Context: an optimization exercise on an open-source flow, tuned for a short achievable clock period and few clock cycles. The choices shown serve that exercise and are no tape-out recipe.
Function was checked by simulation only, so behaviour that the tests miss may differ from the original.
No activity file was given, so power comes from the tool's default toggle rates.

`design/flow/flow/run.sh`:
```
#!/bin/bash
set -euo pipefail
bash standard.sh ADDER_MAP_FILE= MATCH_CELL_FOOTPRINT=0 finish > orfs_make.log 2>&1
```
`design/flow/design.v`:
```
package core_pkg;
  typedef logic [31:0] word_t;
  typedef logic [4:0] reg_addr_t;
  typedef logic [31:0] imm_t;
  typedef enum logic [3:0] {
    ALU_ADD,
    ALU_SUB,
    ALU_AND,
    ALU_OR,
    ALU_XOR,
    ALU_SLT,
    ALU_SLTU,
    ALU_SLL,
    ALU_SRL,
    ALU_SRA,
    ALU_PASS_B
  } alu_op_t;
  typedef enum logic [2:0] {
    BR_NONE,
    BR_BEQ,
    BR_BNE,
    BR_BLT,
    BR_BGE,
    BR_JAL
  } branch_op_t;
  typedef enum logic {
    FWD_NONE,
    FWD_WB
  } fwd_sel_t;
endpackage
module rv_core (
  input  logic               CLK,
  input  logic               RST,
  output core_pkg::word_t     fetch_addr_o,
  input  core_pkg::word_t     fetch_insn_i,
  output logic               retire_valid_o,
  output core_pkg::word_t     retire_pc_o,
  output core_pkg::reg_addr_t retire_rd_addr_o,
  output core_pkg::word_t     retire_rd_wdata_o
);
  localparam int NB = 8;    
  localparam logic [6:0] OPC_OP     = 7'b0110011;
  localparam logic [6:0] OPC_OP_IMM = 7'b0010011;
  localparam logic [6:0] OPC_LUI    = 7'b0110111;
  localparam logic [6:0] OPC_BRANCH = 7'b1100011;
  localparam logic [6:0] OPC_JAL    = 7'b1101111;
  logic [31:0] pc_f;
  logic [NB-1:0] bt_v;
  logic [29:0]   bt_tag [NB];
  logic [29:0]   bt_tgt [NB];
  logic [1:0]    bt_ctr [NB];
  logic [2:0]    bt_rr;
  logic          m_valid;
  logic [31:0]   m_pc;
  logic [31:0]   m_pc4;
  logic [18:0]   m_hib_inc, m_hib_dec;
  logic [10:0]   m_hij_inc, m_hij_dec;
  logic          m_pred;
  logic          m_hit;
  logic [NB-1:0] m_match;
  logic          d_valid;
  logic [31:0]   d_pc;
  logic [31:0]   d_pc4;
  logic [31:0]   d_tgt;
  logic          d_pred;
  logic          d_hit;
  logic [NB-1:0] d_match;
  logic [31:0]   d_sel1;
  logic [31:0]   d_sel2;
  logic [4:0]    d_rs1, d_rs2, d_rdf;
  logic          d_op, d_opi, d_lui, d_br, d_jal, d_cbr, d_wr;
  logic [2:0]    d_f3;
  logic          d_alt;
  logic          d_use_imm;
  logic [31:0]   d_bimm;
  logic          x_valid;
  logic [31:0]   x_pc;
  logic [4:0]    x_rd;
  logic [31:0]   x_a;
  logic [31:0]   x_b;
  logic          x_fa;
  logic          x_fb;
  logic          x_c00, x_c10, x_c01, x_c11;
  logic          x_m00, x_m10, x_m01, x_m11;
  logic          x_v00, x_v10, x_v01, x_v11;
  logic          x_sra;
  logic          x_s_add, x_s_sub, x_s_sll, x_s_slt, x_s_sltu, x_s_xor, x_s_shr, x_s_or, x_s_and, x_s_b;
  logic          x_beq, x_bne, x_blt, x_bge, x_jal, x_cbr;
  logic          x_k0, x_keq1, x_keq0, x_klt1, x_klt0;
  logic          x_pred;
  logic          x_hit;
  logic [NB-1:0] x_match;
  logic [31:0]   x_alt;
  logic [31:0]   x_tgt;
  logic          w_valid;
  logic [31:0]   w_pc;
  logic [4:0]    w_rd;
  logic [31:0]   w_res;
  logic [31:0]   w_data;
  logic [31:0]   w_ret;
  logic [4:0]    w_rd_o;
  logic [31:0]   rf [32];
  logic [31:0]   rf_ok;
  logic [NB-1:0] f_match;
  logic          f_hit;
  logic [1:0]    f_ctr;
  logic [29:0]   f_tgt;
  logic          f_pred;
  always_comb begin
    f_ctr = '0;
    f_tgt = '0;
    for (int k = 0; k < NB; k++) begin
      f_match[k] = bt_v[k] && (bt_tag[k] == pc_f[31:2]);
      f_ctr = f_ctr | ({2{f_match[k]}} & bt_ctr[k]);
      f_tgt = f_tgt | ({30{f_match[k]}} & bt_tgt[k]);
    end
  end
  assign f_hit  = |f_match;
  assign f_pred = f_hit && f_ctr[1];
  logic        m_redir;
  logic [31:0] m_tgt;
  logic        x_fmisp;     
  logic [31:0] pc_seq;
  assign pc_seq = f_pred ? {f_tgt, 2'b00} : pc_f + 32'd4;
  always_ff @(posedge CLK) begin
    if (RST)          pc_f <= 32'h0000_0000;
    else if (x_fmisp) pc_f <= {x_alt[31:2], 2'b00};
    else if (m_redir) pc_f <= {m_tgt[31:2], 2'b00};
    else              pc_f <= {pc_seq[31:2], 2'b00};
  end
  assign fetch_addr_o = pc_f;
  always_ff @(posedge CLK) begin
    if (RST) m_valid <= 1'b0;
    else     m_valid <= !x_fmisp && !m_redir;
    m_pc    <= pc_f;
    m_pc4   <= pc_f + 32'd4;
    m_hib_inc <= pc_f[31:13] + 19'd1;
    m_hib_dec <= pc_f[31:13] - 19'd1;
    m_hij_inc <= pc_f[31:21] + 11'd1;
    m_hij_dec <= pc_f[31:21] - 11'd1;
    m_pred  <= f_pred;
    m_hit   <= f_hit;
    m_match <= f_match;
  end
  logic [31:0] ins;
  logic [6:0]  m_opc;
  logic [2:0]  m_f3;
  logic        m_op, m_opi, m_lui, m_br, m_jal, m_cbr;
  logic [31:0] m_imm_i, m_imm_u, m_imm_b, m_imm_j;
  assign ins   = fetch_insn_i;
  assign m_opc = ins[6:0];
  assign m_f3  = ins[14:12];
  assign m_op  = m_opc == OPC_OP;
  assign m_opi = m_opc == OPC_OP_IMM;
  assign m_lui = m_opc == OPC_LUI;
  assign m_br  = m_opc == OPC_BRANCH;
  assign m_jal = m_opc == OPC_JAL;
  assign m_cbr = m_br && !m_f3[1];
  assign m_imm_i = {{20{ins[31]}}, ins[31:20]};
  assign m_imm_u = {ins[31:12], 12'b0};
  assign m_imm_b = {{19{ins[31]}}, ins[31], ins[7], ins[30:25], ins[11:8], 1'b0};
  assign m_imm_j = {{11{ins[31]}}, ins[31], ins[19:12], ins[20], ins[30:21], 1'b0};
  logic [13:0] m_lob;
  logic [21:0] m_loj;
  logic [31:0] m_tgt_b, m_tgt_j;
  rv_add #(.W(13), .LV(4)) add_lob (.a(m_pc[12:0]), .b(m_imm_b[12:0]), .cin(1'b0),
                            .s(m_lob[12:0]), .cout(m_lob[13]));
  rv_add #(.W(21), .LV(5)) add_loj (.a(m_pc[20:0]), .b(m_imm_j[20:0]), .cin(1'b0),
                            .s(m_loj[20:0]), .cout(m_loj[21]));
  assign m_tgt_b[12:0]  = m_lob[12:0];
  assign m_tgt_b[31:13] = ins[31] ? (m_lob[13] ? m_pc[31:13] : m_hib_dec)
                                  : (m_lob[13] ? m_hib_inc : m_pc[31:13]);
  assign m_tgt_j[20:0]  = m_loj[20:0];
  assign m_tgt_j[31:21] = ins[31] ? (m_loj[21] ? m_pc[31:21] : m_hij_dec)
                                  : (m_loj[21] ? m_hij_inc : m_pc[31:21]);
  assign m_tgt = m_jal ? m_tgt_j : m_tgt_b;
  assign m_redir = m_valid && !m_hit && (m_jal || (m_cbr && ins[31]));
  always_comb begin
    d_valid   = m_valid;
    d_pc      = m_pc;
    d_pc4     = m_pc4;
    d_tgt     = m_tgt;
    d_pred    = m_pred || m_redir;
    d_hit     = m_hit;
    d_match   = m_match;
    d_op      = m_op;
    d_opi     = m_opi;
    d_lui     = m_lui;
    d_br      = m_br;
    d_jal     = m_jal;
    d_cbr     = m_cbr;
    d_wr      = (m_op || m_opi || m_lui || m_jal) && (ins[11:7] != 5'd0);
    d_f3      = m_f3;
    d_alt     = ins[30];
    d_rs1     = ins[19:15];
    d_rs2     = ins[24:20];
    d_rdf     = ins[11:7];
    d_use_imm = m_opi || m_lui || m_jal;
    d_bimm    = m_opi ? m_imm_i : (m_lui ? m_imm_u : m_pc4);
    for (int i = 0; i < 32; i++) begin
      d_sel1[i] = ins[19:15] == 5'(i);
      d_sel2[i] = ins[24:20] == 5'(i);
    end
  end
  logic [31:0] d_r1, d_r2;
  logic [31:0] d_v1, d_v2;
  logic        d_use_r2;
  logic        w_we;
  always_comb begin
    d_r1 = '0;
    d_r2 = '0;
    for (int i = 1; i < 32; i++) begin
      d_r1 = d_r1 | ({32{d_sel1[i] && rf_ok[i]}} & rf[i]);
      d_r2 = d_r2 | ({32{d_sel2[i] && rf_ok[i]}} & rf[i]);
    end
  end
  assign w_we = w_valid && (w_rd != 5'd0);
  assign d_v1 = (w_we && w_rd == d_rs1) ? w_data : d_r1;
  assign d_v2 = (w_we && w_rd == d_rs2) ? w_data : d_r2;
  assign d_use_r2 = d_op || d_br;
  logic d_fa, d_fb, d_sub, d_arith;
  assign d_fa    = x_valid && (x_rd != 5'd0) && (x_rd == d_rs1);
  assign d_fb    = x_valid && (x_rd != 5'd0) && (x_rd == d_rs2) && d_use_r2;
  assign d_sub   = d_op && d_f3 == 3'd0 && d_alt;
  assign d_arith = d_op || d_opi;
  always_ff @(posedge CLK) begin
    if (RST) x_valid <= 1'b0;
    else     x_valid <= d_valid && !x_fmisp;
    x_pc    <= d_pc;
    x_rd    <= d_wr ? d_rdf : 5'd0;
    x_a     <= d_v1;
    x_b     <= d_use_imm ? d_bimm : d_v2;
    x_fa    <= d_fa;
    x_fb    <= d_fb;
    x_c00   <= !d_fa && !d_fb;
    x_c10   <=  d_fa && !d_fb;
    x_c01   <= !d_fa &&  d_fb;
    x_c11   <=  d_fa &&  d_fb;
    x_m00   <= !d_fa && !d_fb && d_wr;
    x_m10   <=  d_fa && !d_fb && d_wr;
    x_m01   <= !d_fa &&  d_fb && d_wr;
    x_m11   <=  d_fa &&  d_fb && d_wr;
    x_v00   <= !d_fa && !d_fb && d_wr && d_valid;
    x_v10   <=  d_fa && !d_fb && d_wr && d_valid;
    x_v01   <= !d_fa &&  d_fb && d_wr && d_valid;
    x_v11   <=  d_fa &&  d_fb && d_wr && d_valid;
    x_sra   <= d_alt;
    x_s_add <= d_f3 == 3'd0 && d_arith && !d_sub;
    x_s_sub <= d_sub;
    x_s_sll <= d_f3 == 3'd1 && d_arith;
    x_s_slt <= d_f3 == 3'd2 && d_arith;
    x_s_sltu<= d_f3 == 3'd3 && d_arith;
    x_s_xor <= d_f3 == 3'd4 && d_arith;
    x_s_shr <= d_f3 == 3'd5 && d_arith;
    x_s_or  <= d_f3 == 3'd6 && d_arith;
    x_s_and <= d_f3 == 3'd7 && d_arith;
    x_s_b   <= d_lui || d_jal;
    x_beq   <= d_br && d_f3 == 3'd0;
    x_bne   <= d_br && d_f3 == 3'd1;
    x_blt   <= d_br && d_f3 == 3'd4;
    x_bge   <= d_br && d_f3 == 3'd5;
    x_jal   <= d_jal;
    x_cbr   <= d_cbr;
    x_k0    <= (d_jal && !d_pred) || (!d_jal && !d_cbr && d_pred);
    x_keq1  <= d_br && ((d_f3 == 3'd0 && !d_pred) || (d_f3 == 3'd1 && d_pred));
    x_keq0  <= d_br && ((d_f3 == 3'd0 &&  d_pred) || (d_f3 == 3'd1 && !d_pred));
    x_klt1  <= d_br && ((d_f3 == 3'd4 && !d_pred) || (d_f3 == 3'd5 && d_pred));
    x_klt0  <= d_br && ((d_f3 == 3'd4 &&  d_pred) || (d_f3 == 3'd5 && !d_pred));
    x_pred  <= d_pred;
    x_hit   <= d_hit;
    x_match <= d_match;
    x_alt   <= d_pred ? d_pc4 : d_tgt;
    x_tgt   <= d_tgt;
  end
  logic        lt, eq;
  logic [31:0] res00, res10, res01, res11;
  logic [31:0] sl11, sr11;
  logic        taken;
  rv_alu alu00 (
    .a(x_a), .b(x_b), .sra(x_sra),
    .s_add(x_s_add), .s_sub(x_s_sub), .s_sll(x_s_sll), .s_slt(x_s_slt), .s_sltu(x_s_sltu),
    .s_xor(x_s_xor), .s_shr(x_s_shr), .s_or(x_s_or), .s_and(x_s_and), .s_b(x_s_b), .res(res00)
  );
  rv_alu alu10 (
    .a(w_res), .b(x_b), .sra(x_sra),
    .s_add(x_s_add), .s_sub(x_s_sub), .s_sll(x_s_sll), .s_slt(x_s_slt), .s_sltu(x_s_sltu),
    .s_xor(x_s_xor), .s_shr(x_s_shr), .s_or(x_s_or), .s_and(x_s_and), .s_b(x_s_b), .res(res10)
  );
  rv_alu alu01 (
    .a(x_a), .b(w_res), .sra(x_sra),
    .s_add(x_s_add), .s_sub(x_s_sub), .s_sll(x_s_sll), .s_slt(x_s_slt), .s_sltu(x_s_sltu),
    .s_xor(x_s_xor), .s_shr(x_s_shr), .s_or(x_s_or), .s_and(x_s_and), .s_b(x_s_b), .res(res01)
  );
  assign sl11  = w_res << w_res[4:0];
  assign sr11  = 32'($signed({x_sra & w_res[31], w_res}) >>> w_res[4:0]);
  assign res11 = ({32{x_s_add}} & {w_res[30:0], 1'b0})
               | ({32{x_s_sll}} & sl11)
               | ({32{x_s_shr}} & sr11)
               | ({32{x_s_or || x_s_and || x_s_b}} & w_res);
  logic eq_ab, eq_wb, eq_aw, lt_ab, lt_wb, lt_aw;
  assign eq_ab = x_a == x_b;
  assign eq_wb = w_res == x_b;
  assign eq_aw = x_a == w_res;
  logic [31:0] d_ab, d_wb, d_aw;
  rv_add #(.W(32), .LV(5)) cmp_ab (.a(x_a),   .b(~x_b),   .cin(1'b1), .s(d_ab), .cout());
  rv_add #(.W(32), .LV(5)) cmp_wb (.a(w_res), .b(~x_b),   .cin(1'b1), .s(d_wb), .cout());
  rv_add #(.W(32), .LV(5)) cmp_aw (.a(x_a),   .b(~w_res), .cin(1'b1), .s(d_aw), .cout());
  assign lt_ab = (x_a[31]   ^ x_b[31])   ? x_a[31]   : d_ab[31];
  assign lt_wb = (w_res[31] ^ x_b[31])   ? w_res[31] : d_wb[31];
  assign lt_aw = (x_a[31]   ^ w_res[31]) ? x_a[31]   : d_aw[31];
  assign eq = (x_c00 && eq_ab) || (x_c10 && eq_wb) || (x_c01 && eq_aw) || x_c11;
  assign lt = (x_c00 && lt_ab) || (x_c10 && lt_wb) || (x_c01 && lt_aw);
  assign taken  = x_jal || (x_beq && eq) || (x_bne && !eq) || (x_blt && lt) || (x_bge && !lt);
  assign x_fmisp = x_valid && (x_k0 || (x_keq1 && eq) || (x_keq0 && !eq) ||
                                          (x_klt1 && lt) || (x_klt0 && !lt));
  always_ff @(posedge CLK) begin
    if (RST) begin
      w_valid <= 1'b0;
      w_rd_o  <= 5'd0;
    end else begin
      w_valid <= x_valid;
      w_rd_o  <= (x_valid) ? x_rd : 5'd0;
    end
    w_rd   <= x_rd;
    w_pc   <= x_pc;
    w_res  <= ({32{x_c00}} & res00) | ({32{x_c10}} & res10)
            | ({32{x_c01}} & res01) | ({32{x_c11}} & res11);
    w_data <= ({32{x_m00}} & res00) | ({32{x_m10}} & res10)
            | ({32{x_m01}} & res01) | ({32{x_m11}} & res11);
    w_ret  <= ({32{x_v00}} & res00) | ({32{x_v10}} & res10)
            | ({32{x_v01}} & res01) | ({32{x_v11}} & res11);
  end
  logic          u_valid;
  logic          u_taken;
  logic          u_hit;
  logic [NB-1:0] u_match;
  logic [29:0]   u_pc;
  logic [29:0]   u_tgt;
  always_ff @(posedge CLK) begin
    if (RST) u_valid <= 1'b0;
    else     u_valid <= x_valid && (x_cbr || x_jal);
    u_taken <= taken;
    u_hit   <= x_hit;
    u_match <= x_match;
    u_pc    <= x_pc[31:2];
    u_tgt   <= x_tgt[31:2];
  end
  logic u_alloc;
  assign u_alloc = u_valid && !u_hit && u_taken;
  always_ff @(posedge CLK) begin
    if (RST) begin
      bt_v  <= '0;
      bt_rr <= '0;
    end else if (u_alloc) begin
      bt_v[bt_rr] <= 1'b1;
      bt_rr       <= bt_rr + 3'd1;
    end
  end
  always_ff @(posedge CLK) begin
    for (int k = 0; k < NB; k++) begin
      if (u_alloc && bt_rr == 3'(k)) begin
        bt_tag[k] <= u_pc;
        bt_tgt[k] <= u_tgt;
        bt_ctr[k] <= 2'd3;
      end else if (u_valid && u_hit && u_match[k]) begin
        if (u_taken && bt_ctr[k] != 2'd3)       bt_ctr[k] <= bt_ctr[k] + 2'd1;
        else if (!u_taken && bt_ctr[k] != 2'd0) bt_ctr[k] <= bt_ctr[k] - 2'd1;
      end
    end
  end
  always_ff @(posedge CLK) begin
    for (int i = 1; i < 32; i++) begin
      if (w_we && w_rd == 5'(i)) rf[i] <= w_data;
    end
  end
  always_ff @(posedge CLK) begin
    if (RST) begin
      rf_ok <= '0;
    end else begin
      for (int i = 1; i < 32; i++) begin
        if (w_we && w_rd == 5'(i)) rf_ok[i] <= 1'b1;
      end
    end
  end
  assign retire_valid_o    = w_valid;
  assign retire_pc_o       = w_pc;
  assign retire_rd_addr_o  = w_rd_o;
  assign retire_rd_wdata_o = w_ret;
endmodule
module rv_alu (
  input  logic [31:0] a,
  input  logic [31:0] b,
  input  logic        sra,
  input  logic        s_add, s_sub, s_sll, s_slt, s_sltu, s_xor, s_shr, s_or, s_and, s_b,
  output logic [31:0] res
);
  logic [31:0] sum;
  logic [32:0] diff;
  logic        lt, ltu;
  logic [31:0] sl, sr;
  rv_add #(.W(32), .LV(5)) add_s (.a(a), .b(b),  .cin(1'b0), .s(sum),        .cout());
  rv_add #(.W(32), .LV(5)) add_d (.a(a), .b(~b), .cin(1'b1), .s(diff[31:0]), .cout(diff[32]));
  assign ltu  = !diff[32];
  assign lt   = (a[31] ^ b[31]) ? a[31] : diff[31];
  assign sl   = a << b[4:0];
  assign sr   = 32'($signed({sra & a[31], a}) >>> b[4:0]);
  assign res = ({32{s_add}}  & sum)
             | ({32{s_sub}}  & diff[31:0])
             | ({32{s_sll}}  & sl)
             | ({32{s_slt}}  & {31'b0, lt})
             | ({32{s_sltu}} & {31'b0, ltu})
             | ({32{s_xor}}  & (a ^ b))
             | ({32{s_shr}}  & sr)
             | ({32{s_or}}   & (a | b))
             | ({32{s_and}}  & (a & b))
             | ({32{s_b}}    & b);
endmodule
module rv_add #(
  parameter int W  = 32,
  parameter int LV = 5      
) (
  input  logic [W-1:0] a,
  input  logic [W-1:0] b,
  input  logic         cin,
  output logic [W-1:0] s,
  output logic         cout
);
  logic [(LV+1)*W-1:0] g;
  logic [(LV+1)*W-1:0] p;
  logic [W-1:0]        c;
  assign g[W-1:1] = a[W-1:1] & b[W-1:1];
  assign p[W-1:0] = a ^ b;
  assign g[0]     = (a[0] & b[0]) | ((a[0] ^ b[0]) & cin);
  for (genvar l = 0; l < LV; l++) begin : g_lvl
    for (genvar i = 0; i < W; i++) begin : g_bit
      if (i >= (1 << l)) begin : g_op
        assign g[(l+1)*W+i] = g[l*W+i] | (p[l*W+i] & g[l*W+i-(1<<l)]);
        assign p[(l+1)*W+i] = p[l*W+i] & p[l*W+i-(1<<l)];
      end else begin : g_pass
        assign g[(l+1)*W+i] = g[l*W+i];
        assign p[(l+1)*W+i] = p[l*W+i];
      end
    end
  end
  assign c    = {g[LV*W +: W-1], cin};
  assign s    = p[W-1:0] ^ c;
  assign cout = g[LV*W+W-1];
endmodule
```
`design/flow/config.mk`:
```
export PLATFORM = sky130hd
export DESIGN_NAME = rv_core
export DESIGN_NICKNAME = rv_core
export VERILOG_FILES = /design/flow/design.v
export SDC_FILE = /design/flow/constraint.sdc
export NUM_CORES = 4
export LEC_CHECK = 0
export ABC_CLOCK_PERIOD_IN_PS = 2000
export CAP_MARGIN = 40
export CORE_MARGIN = 2
export CORE_UTILIZATION = 40
export SETUP_SLACK_MARGIN = 4.5
export SLEW_MARGIN = 50
```
`design/flow/constraint.sdc`:
```
create_clock -name core_clock -period 8.0 [get_ports {CLK}]
set_input_delay 1.6000 -clock core_clock [delete_from_list [all_inputs] [get_ports {CLK}]]
set_output_delay 1.6000 -clock core_clock [all_outputs]
set_load 0.01 [all_outputs]
```
`design/flow/standard.sh`:
```
#!/bin/bash
# synth_recipe.tcl (not shown) runs the flow's synth.tcl, then flattens the netlist and writes it again
# the make line also repeats each setting of config.mk as NAME=value (left out here)
make -C /OpenROAD-flow-scripts/flow DESIGN_CONFIG=/design/flow/config.mk WORK_HOME=/design/flow/orfs CLKGATE_MAP_FILE= SYNTH_SCRIPT=/design/flow/synth_recipe.tcl "${@:-finish}"
```
==> run notes <==
==> registers in the layout (all words and copies together) (netlist names), 10 cells and up <==
register,flops
m_hib_dec,19
x_pc,30
x_a,32
bt_ctr,16
x_tgt,30
bt_tgt,240
m_pc4,30
rf,992
x_alt,30
m_hij_dec,11
u_tgt,30
pc_f,30
u_pc,30
w_data,32
m_hib_inc,18
bt_tag,240
m_pc,30
rf_ok,31
w_res,32
m_hij_inc,10
x_b,32
w_ret,32
==> worst register-to-register path: cells and delay by family (launching register included) <==
kind,cells,cell delay [ps]
buffers and inverters,4,570
AND/OR/NAND/NOR,2,360
multiplexers,2,570
AO/OA/AOI/OAI,7,1910
flip-flops,1,550
==> layer usage <==
layer / up-vias / routed length, µm / global-route usage, %
met5: - / 814 / 0.988
met4: 36 / 64500 / 33.1
met3: 3704 / 107000 / 20.6
met2: 11620 / 243000 / 59.3
met1: 52212 / 208000 / 51.3
li1: 40541 / - / -
==> metrics by stage <==
step                      instances  total power [µW]  instance area, µm²  utilization (%)  hold WS, ps
after global placement        13288             12200              114000             42.4          311
after CTS                     14190             22500              132000             49.3          307
after floorplan               10189             12000              108000                -          310
after global routing          14381             23000              136000             50.8          316
after detailed placement      13307             12200              115000             42.8          312
final                         14419             22600              136000             50.8          309
==> worst max path at each step <==
stage	from	to	slack [ps]	depth (start not counted)
floorplan	fetch_insn_i[27]	x_alt[16]	3840	13
global placement	fetch_insn_i[22]	x_b[18]	1150	10
detailed placement	fetch_insn_i[5]	pc_f[27]	2410	11
CTS	x_a[15]	w_data[24]	4080	13
global route	x_b[2]	w_data[30]	4000	13
finish	x_b[1]	w_data[23]	3880	15
==> what timing repair did <==
item,CTS,global route
gates resized for setup,1384,535
endpoints found under the setup margin,329,219
pin swaps,250,246
cloned,51,15
hold buffers,0,0
setup buffers,429,153
==> layout by cell type, fill, tap and decap left out, types with 272 or more instances in the layout <==
master / n
nor2_1: 749
edfxtp_1: 1472
a21oi_1: 421
a22o_1: 347
a22oi_1: 401
a221oi_1: 371
clkbuf_16: 272
nand2_1: 600
xor2_1: 305
o21ai_0: 463
dfxtp_1: 445
buf_4: 614
==> layout make-up <==
| type | count | area share [%] |
|---|---|---|
| Multi-Input combinational cell | 7018 | 39.5 |
| Sequential cell | 2070 | 41.5 |
| Clock inverter | 112 | 0.894 |
| Tap cell | 3552 | 3.26 |
| Antenna cell | 52 | 0.0953 |
| Inverter | 139 | 0.504 |
| Clock buffer | 291 | 4.42 |
| Timing Repair Buffer | 1185 | 9.83 |
==> power by group <==
| part | leakage (µW) | switching [µW] | internal, µW |
|---|---|---|---|
| Sequential | 0.0171 | 81.5 | 11400 |
| Combinational | 0.0262 | 410 | 253 |
| Clock | 0.00355 | 4530 | 5930 |
| Total | 0.0469 | 5020 | 17600 |
==> logic make-up (layout without fill, tap and decap cells) <==
logic type | Yosys count | after routing | synth area share [%]
AOI/OAI and AO/OA | 3226 | 3227 | 21.4
xor gates and xnor gates | 599 | 599 | 4.89
adders and majority gates | 107 | 107 | 1.00
buffers and inverters | 1111 | 1727 | 3.99
DFF | 2070 | 2070 | 52.0
muxes | 443 | 443 | 5.27
other | 1 | 56 | 0.00347
and+or+nand+nor | 2629 | 2638 | 11.5
==> run notes <==
drt wl/cell roughly 43 µm; f_max 243 MHz; main area contributors after synthesis edfxtp_1, dfxtp_1, a221oi_1; Clock Sink Count 2070; ys flop type edfxtp_1; CTS tree built; drt drc 0; synthesized area 108000 µm²; Worst Path Required 8800 ps; area occupied by multi-input gates between 50000 and 60000 µm²; vias in the first global route 98467; Buf/Inv on CP 4; Via Count ~110k; Crit. End Element flop; largest net degree at the start of global routing 69; Die W 524 µm; RSZ-0062 raised after global routing yes; sequential area share after synthesis 52.0%; htree depth 4; CP most frequent cell buf_12; register area 56600 µm²; ys async rst share 0%; Final Wtd Congestion approximately 1.1; clock skew between 100 and 150 ps; flops & latches, synth about 2100; top-count cell post-synth edfxtp_1; distinct cell type count after synthesis 110; reg2reg setup slack 3880 ps; final hold vios 0; post-route setup slack 3880 ps; CP max stage delay 550 ps; R2R Path End w_data[23]; Hold Startpoint x_pc[28]; number of buffers created by CTS 217; num ports 136; WHS Endpoint u_pc[26]; Final #Nets 10665; Vias/cell 7.50; Area Growth Syn to Fin 26.3%; Setup CP Type flop to flop; Post-synth EDFFs around 1500; setup_tns 0 ps; first-pass GRT wire length slightly above 800 mm; relative slew slack between 40% and 50%; port buffer count 131; yosys warns 5; Final HPWL DP 371 mm; maximum VDD drop 0.000235 V; pwr dens 166 nW/µm²; die height 524 µm; Filler Cells Inserted 23214; clock root buffer clkbuf_16; clock latency on the worst-skew pair 980 ps; pre-CTS setup slack between 2000 and 2500 ps; reg2reg start x_b[1]; cell count after synthesis 10186; Max Cap Violations 0; worst-path cell chain buf_6 > buf_12 > buf_16 > buf_12 > mux2_4 > nand2_1 > o21ai_0 > mux2i_1 > o22ai_1 > nor2_1 > o221ai_1 > a221oi_1 > o21ai_1 > a222oi_1 > o21ai_2; row count 190; worst hold path type flop to flop; crit-path max FO 6; crit path DAT 4920 ps; crit path max-delay cell type dfxtp_4; top cell type's share of synthesized area 40.9%; Clock Path Buffers 4; crit share post-route 51.4%; proportion of layout cells with a drive suffix above 1 25.7%; Syn Area/Cell roughly 11 µm²; Final Setup Violations 0; r2r worst-path depth 15; antenna violations before repair 55; WL final 623 mm; Slew Viols, Final 0; die area 274000 µm²; initial core utilization 40.3%; core area 268000 µm²; worst-margin pin slew about 880 ps; hold path cells 0; grt total ovfl 0; iteration count of the initial detailed-routing pass 19; Tot GR Track Use 43.1%; status no timing/DRC/antenna violations; Pleak 0.0469 µW; area leader, netlist edfxtp_1; Post-synth top cells edfxtp_1, nor2_1, clkbuf_1; Startpoint Class flop; remaining antenna violation count 0; post-layout min period 4120 ps; initial drt markers around 25000; Worst-path clk slew 80 ps; cell family with most CP delay compound AO/OA/AOI/OAI gates
Testbench counts, summed over its fixed seeds: cycles 53,046.

[static timing again, ports no longer ideal]
Ports are ideal in the flow. The routed layout listed here was re-timed in OpenROAD. Step 1 assumes that a clkbuf_16 drives the clock port and a buf_2 every other input. Step 2 moves the port delays by t, midway between the first and last clock arrival at a register: inputs arrive t later, outputs are due t later. That takes back most of the time a late clock gives input paths. Slacks: ideal ports / drivers / drivers and shift; pairs: ideal ports / drivers.
shift t [ns]: 1.003
setup WS [ns]: 3.884 / 3.884 / 3.243
worst hold slack (ns): 0.309 / 0.309 / 0.309
After both steps setup and hold are still met in this run. For this run, drivers alone change the setup slack by 0.000 ns; drivers and shift together by -0.641 ns.
